Background: an optimization exercise with open tools, aiming at small area, a short achievable clock period and few clock cycles per item. Do not read the settings as production practice.
Only simulation tests tie the RTL to the original design; equivalence was not proved.
Power figures rest on the tool's default switching activity, not on a simulated workload. No driver is modelled on the clock port, so clocking that relies on it looks cheaper here than on a real chip.

Setup of north:
## sys_matmul_stream
module sys_matmul_stream #(
  parameter int N      = 3,
  parameter int DW     = 8,
  parameter int ACC_W  = 2*DW + $clog2(N),
  parameter int SIGNED = 0
) (
  input  logic             CLK,
  input  logic             rst_n,
  input  logic             vld_in,
  output logic             rdy_in,
  input  logic [DW-1:0]    a,
  input  logic [DW-1:0]    b,
  input  logic             keep,
  output logic             vld_out,
  input  logic             rdy_out,
  output logic [ACC_W-1:0] c,
  output logic             last_out,
  output logic             busy,
  output logic [1:0]       dbg_state
);
  function automatic logic [8:0] rot1(input logic [8:0] x);
    rot1 = {x[7:0], x[8]};
  endfunction
  function automatic logic [8:0] rot2(input logic [8:0] x);
    rot2 = {x[6:0], x[8:7]};
  endfunction
  function automatic logic [8:0] rotm2(input logic [8:0] x);
    rotm2 = {x[1:0], x[8:2]};
  endfunction
  logic [8:0] ph;           
  logic [8:0] lb;           
  logic       lpar;         
  logic       lkeep;        
  logic       have_prev;    
  logic       cact;         
  logic       ot;           
  ...
Size in the first run: roughly 1600 cells after synthesis, about 560 flip-flops, ~0.020 mm² of cells after synthesis.
Settings: LEC_CHECK=0, ABC_CLOCK_PERIOD_IN_PS=2800, CAP_MARGIN=20, CORE_MARGIN=2, CORE_UTILIZATION=55, CTS_CLUSTER_DIAMETER=100, CTS_CLUSTER_SIZE=30, SLEW_MARGIN=20, SETUP_SLACK_MARGIN=5.3, BUFFER_PORTS_ARGS=-buffer_cell sky130_fd_sc_hd__buf_2, CTS_ARGS=-sink_clustering_enable -repair_clock_nets -sink_clustering_size 30 -sink_clustering_max_diameter 100 -dont_use_dummy_load -distance_between_buffers 400 -branching_point_buffers_distance 400; clock period 8.0 ns.
standard.sh (not shown) runs the stock make flow with config.mk's settings and CLKGATE_MAP_FILE= SYNTH_SCRIPT=/design/flow/synth_recipe.tcl, a recipe that flattens the netlist after the stock synthesis.
==> flow/flow/run.sh <==
#!/bin/bash
set -euo pipefail
cat >> config.mk <<'CFG'
export SETUP_SLACK_MARGIN = 5.3
export BUFFER_PORTS_ARGS = -buffer_cell sky130_fd_sc_hd__buf_2
export CTS_ARGS = -sink_clustering_enable -repair_clock_nets -sink_clustering_size 30 -sink_clustering_max_diameter 100 -dont_use_dummy_load -distance_between_buffers 400 -branching_point_buffers_distance 400
CFG
bash standard.sh > standard_run.log 2>&1
north closes out successfully: all stages finished, all timing, DRC and antenna checks passed.
Testbench counts of north, summed over its fixed seeds: cycles 14,488, items 1,600.
Changes in south relative to north:
- CTS_ARGS changed from -sink_clustering_enable -repair_clock_nets -sink_clustering_size 30 -sink_clustering_max_diameter 100 -dont_use_dummy_load -distance_between_buffers 400 -branching_point_buffers_distance 400 to -sink_clustering_enable -repair_clock_nets -sink_clustering_size 30 -sink_clustering_max_diameter 100 -dont_use_dummy_load
- ABC_CLOCK_PERIOD_IN_PS removed (was 2800)
- ABC_AREA newly set to 1
==> flow/flow/run.sh <==
#!/bin/bash
set -euo pipefail
cat >> config.mk <<'CFG'
export SETUP_SLACK_MARGIN = 5.3
export BUFFER_PORTS_ARGS = -buffer_cell sky130_fd_sc_hd__buf_2
export CTS_ARGS = -sink_clustering_enable -repair_clock_nets -sink_clustering_size 30 -sink_clustering_max_diameter 100 -dont_use_dummy_load
CFG
bash standard.sh > standard_run.log 2>&1
Results
Higher overall track demand over capacity in global routing goes to south over north.
Taking north as the reference, in south worst clock skew shows no meaningful change; design area up about 1.7%; power share of the clock group shrank by 0.9 points; count of non-filler cells in the finished layout higher; non-clock buffer count went down.
Summary of the comparison: number of instances resized during post-cts repair is lower in south, relative to north.
Count of vias placed by the detailed router, north and south: larger value in south
Diff north and south: row count lower in north
The run showing the smaller routed via count divided by cell count is south.
Register-to-register slack: south vs north up 0.09 ns
The following lists how east was set up differently from south:
- ABC_CLOCK_PERIOD_IN_PS newly set to 2000
- ABC_AREA removed (was 1)
Results
Wire length shrinks by a few percent when moving from south to east. Both conditions hold for east: the flow ran to the end and the final layout passed the timing, design-rule and antenna checks. Diff south -> east: post-synthesis cell count -434, total power per unit cell area went down about 1.3%. Combinational cell power: lower on east.
#### Input delta (west over east)
- ABC_CLOCK_PERIOD_IN_PS: 2000 -> 2800
- CORE_UTILIZATION: 55 -> 70
- CTS_ARGS: -sink_clustering_enable -repair_clock_nets -sink_clustering_size 30 -sink_clustering_max_diameter 100 -dont_use_dummy_load -> unset
--- a/flow/flow/run.sh
+++ b/flow/flow/run.sh
@@ -6 +5,0 @@
-export CTS_ARGS = -sink_clustering_enable -repair_clock_nets -sink_clustering_size 30 -sink_clustering_max_diameter 100 -dont_use_dummy_load
==> notes.md <==
Fraction of the cycle the final worst path needs of west is on par with east. Compared with east, post-placement cell count in west decreased by a few percent. When west is measured against east, its x dimension of the die turns out 11% lower. Diff west..east | number of distinct library cell variants in the gate-level netlist after synthesis | negligible.

-- afterwards: timing with drivers on the ports --
Ports are ideal in the flow. The routed layouts listed here were re-timed in OpenROAD.
Step 1 sets driving cells, clkbuf_16 on the clock port and buf_2 on the other inputs (assumed; they add their load-dependent delay and slew).
Step 2, shift: input delay + t, output delay - t, t = (earliest + latest rising clock arrival at the registers) / 2. This alone moves slack from input paths to output paths.
Three values: no drivers, after step 1, after step 2; two values: the first two.
run	t (ns)	setup WS [ns]	worst hold slack (ns)	worst data-port slew with drivers (ns)
north	0.607	5.337 / 5.281 / 4.788	0.332 / 0.332 / 0.332	0.03
south	0.598	5.274 / 5.219 / 4.893	0.324 / 0.324 / 0.324	0.04
east	0.607	5.337 / 5.281 / 4.788	0.332 / 0.332 / 0.332	0.03
west	0.601	5.346 / 5.295 / 4.782	0.329 / 0.329 / 0.329	0.03
After both steps setup and hold are still met in every run listed. For west, which loses most, drivers alone change the setup slack by -0.051 ns; drivers and shift together by -0.564 ns.
